Context: an optimization exercise on an open-source flow, tuned for small area. The choices shown serve that exercise and are no tape-out recipe.
Only simulation tests tie the RTL to the original design; equivalence was not proved.
Power figures rest on the tool's default switching activity, not on a simulated workload.

==> flow/design.v <==
package sprite_pkg;
   localparam int SPRITE_W     = 20;
   localparam int SPRITE_H     = 20;
   localparam int SPRITE_DEPTH = SPRITE_W * SPRITE_H;
   localparam int COLOUR_W     = 9;
   localparam int ADDR_W       = 9;
   localparam int COORD_W      = 5;
   typedef logic [COLOUR_W-1:0] colour_t;
endpackage
module sprite_addr_translate (
   input  logic [4:0] x,
   input  logic [4:0] y,
   output logic [8:0] mem_address,
   output logic       addr_valid
);
   logic [8:0] linear;
   assign linear     = {y, 4'b0} + {2'b0, y, 2'b0} + {4'b0, x};
   assign addr_valid = (x < 5'd20) && (y < 5'd20);
   assign mem_address = addr_valid ? linear : '0;
endmodule
module sprite_hold (
   input  logic q,
   input  logic a,
   input  logic b,
   input  logic c,
   output logic nxt
);
   assign nxt = ~((q | a) & (b | c));
endmodule
module sprite_ninv (
   input  logic a,
   output logic y
);
   assign y = ~a;
endmodule
module sprite_read3 (
   input  logic a0, s0,
   input  logic a1, s1,
   input  logic a2, s2,
   output logic yn
);
   assign yn = ~((a0 & s0) | (a1 & s1) | (a2 & s2));
endmodule
module tower_sprite_rom (
   input  logic       clk,
   input  logic       resetn,
   input  logic [4:0] x,
   input  logic [4:0] y,
   input  logic [8:0] data,
   input  logic       wren,
   output logic [8:0] mem_address,
   output logic       addr_valid,
   output logic [8:0] q
);
   localparam int DEPTH = 400;
   sprite_addr_translate u_translate (
      .x           (x),
      .y           (y),
      .mem_address (mem_address),
      .addr_valid  (addr_valid)
   );
   logic ph;
   always_ff @(posedge clk) ph <= ~ph;
   logic [19:0] xs, ys, wrow, ncol;
   always_comb begin
      for (int i = 0; i < 20; i++) begin
         xs[i] = (x == 5'(i));
         ys[i] = (y == 5'(i));
      end
   end
   assign wrow = ys & {20{wren & resetn}};
   for (genvar c = 0; c < 20; c++) begin : g_ncol
      sprite_ninv u_ncol (.a (xs[c]), .y (ncol[c]));
   end
   logic [8:0] dd;
   assign dd = data ^ {9{ph}};
   logic [8:0] drow [0:19];
   always_comb begin
      for (int r = 0; r < 20; r++) drow[r] = dd | {9{~wrow[r]}};
   end
   logic [DEPTH-1:0] sel, we;
   always_comb begin
      for (int r = 0; r < 20; r++)
         for (int c = 0; c < 20; c++) begin
            sel[r*20+c] = ys[r] & xs[c];
            we[r*20+c]  = wrow[r] & xs[c];
         end
   end
   logic [8:0] mem [0:DEPTH-1];
   logic [8:0] nxt [0:DEPTH-1];
   for (genvar r = 0; r < 20; r++) begin : g_row
      for (genvar c = 0; c < 20; c++) begin : g_col
         for (genvar b = 0; b < 9; b++) begin : g_bit
            sprite_hold u_hold (
               .q   (mem[r*20+c][b]),
               .a   (we[r*20+c]),
               .b   (drow[r][b]),
               .c   (ncol[c]),
               .nxt (nxt[r*20+c][b])
            );
         end
      end
   end
   always_ff @(posedge clk) begin
      for (int w = 0; w < DEPTH; w++) mem[w] <= nxt[w];
   end
   localparam int NSL = DEPTH / 3 + 1;   
   logic [NSL-1:0] rdn [0:8];
   logic [8:0]     rd;
   for (genvar b = 0; b < 9; b++) begin : g_rbit
      for (genvar k = 0; k < NSL; k++) begin : g_slice
         if (3*k + 2 < DEPTH) begin : g_full
            sprite_read3 u_rd (
               .a0 (mem[3*k][b]),   .s0 (sel[3*k]),
               .a1 (mem[3*k+1][b]), .s1 (sel[3*k+1]),
               .a2 (mem[3*k+2][b]), .s2 (sel[3*k+2]),
               .yn (rdn[b][k])
            );
         end else begin : g_last
            assign rdn[b][k] = ~(mem[3*k][b] & sel[3*k]);
         end
      end
      assign rd[b] = ~&rdn[b];
   end
   always_ff @(posedge clk or negedge resetn) begin
      if (!resetn) q <= '0;
      else         q <= (rd ^ {9{ph}}) & {9{addr_valid}};
   end
endmodule
==> flow/config.mk <==
export PLATFORM = sky130hd
export DESIGN_NAME = tower_sprite_rom
export DESIGN_NICKNAME = tower_sprite_rom
export VERILOG_FILES = /design/flow/design.v
export SDC_FILE = /design/flow/constraint.sdc
export NUM_CORES = 4
export LEC_CHECK = 0
export CAP_MARGIN = 20
export CORE_MARGIN = 2
export CORE_UTILIZATION = 55
export PLACE_DENSITY = 0.7
export SETUP_SLACK_MARGIN = 0.2
export SLEW_MARGIN = 20
export SYNTH_HIERARCHICAL = 1
export SYNTH_MINIMUM_KEEP_SIZE = 0
==> flow/constraint.sdc <==
create_clock -name core_clock -period 6.0 [get_ports {clk}]
set_input_delay 1.2000 -clock core_clock [delete_from_list [all_inputs] [get_ports {clk}]]
set_output_delay 1.2000 -clock core_clock [all_outputs]
set_load 0.01 [all_outputs]
standard.sh (not shown) runs the stock make flow with config.mk's settings and CLKGATE_MAP_FILE= SYNTH_SCRIPT=/design/flow/synth_recipe.tcl, a recipe that flattens the netlist after the stock synthesis.
==> flow/flow/run.sh <==
#!/bin/bash
# The standard layout (the standard.sh, unchanged synthesis) with two changes:
#  - clock tree synthesis builds leaf clusters on clkbuf_8 and adds no dummy loads;
#  - the port buffers are buf_2 rather than the delay buffer the flow picks by default.
set -euo pipefail
CTS="-sink_clustering_enable -repair_clock_nets -dont_use_dummy_load"
CTS="$CTS -buf_list sky130_fd_sc_hd__clkbuf_8 -sink_clustering_size 17 -sink_clustering_max_diameter 80"
bash standard.sh "CTS_ARGS=$CTS" "BUFFER_PORTS_ARGS=-buffer_cell sky130_fd_sc_hd__buf_2" finish > flow_make.log 2>&1
Rerun with:
--- a/flow/config.mk
+++ b/flow/config.mk
@@ -8,6 +8,6 @@
 export CAP_MARGIN = 20
 export CORE_MARGIN = 2
-export CORE_UTILIZATION = 55
-export PLACE_DENSITY = 0.7
+export CORE_UTILIZATION = 58
+export PLACE_DENSITY = 0.72
 export SETUP_SLACK_MARGIN = 0.2
 export SLEW_MARGIN = 20
After rerunning: The changed run ran to the end with no violations; maximum frequency rises by about 0.8%; utilization rises by 3.1 points; routed wire length barely changes; total power hardly moves.
Rerun with:
--- a/flow/config.mk
+++ b/flow/config.mk
@@ -8,6 +8,5 @@
 export CAP_MARGIN = 20
 export CORE_MARGIN = 2
-export CORE_UTILIZATION = 58
-export PLACE_DENSITY = 0.72
+export CORE_UTILIZATION = 50
 export SETUP_SLACK_MARGIN = 0.2
 export SLEW_MARGIN = 20
The new run finished clean; clock-buffer cell count does not change; synthesized area is unchanged; die area increases by about 16%; sequential share of layout area goes down by 0.33 points; sequential power is about the same; worst setup slack gets better by 0.20 ns; cell count rose by 3.2%; total power hardly moves; wire length climbs by about 4.4%.

==> afterwards: timing with drivers on the ports <==
How much do the figures lean on ideal ports? The routed layouts below were timed once more, with nothing changed but the port constraints.
Step 1, drivers: a clkbuf_16 drives clk and a buf_2 each remaining input, both assumed.
Step 2 adds t to the input delays and takes it off the output delays; t is the mean of the earliest and latest rising clock arrival at the registers after step 1. Input paths then give back, and output paths get back, about the clock's delay inside the block.
Three values: ideal ports, drivers, drivers and shift; two values: the first two.
run | t, ns | slack for setup (ns) | clock arrival spread, ns | worst data-port slew with drivers (ns)
the first run | 1.121 | 0.569 / 0.632 / -0.489 | 0.127 / 0.126 | 0.09
the second run | 1.152 | 0.612 / 0.677 / -0.475 | 0.092 / 0.092 | 0.04
the third run | 1.126 | 0.809 / 0.869 / -0.257 | 0.100 / 0.100 | 0.04
With both steps, setup timing fails in every run listed, where it was met with ideal ports. The setup slack of the second run, which loses most, moves by +0.065 ns with the drivers and by -1.087 ns with both steps.
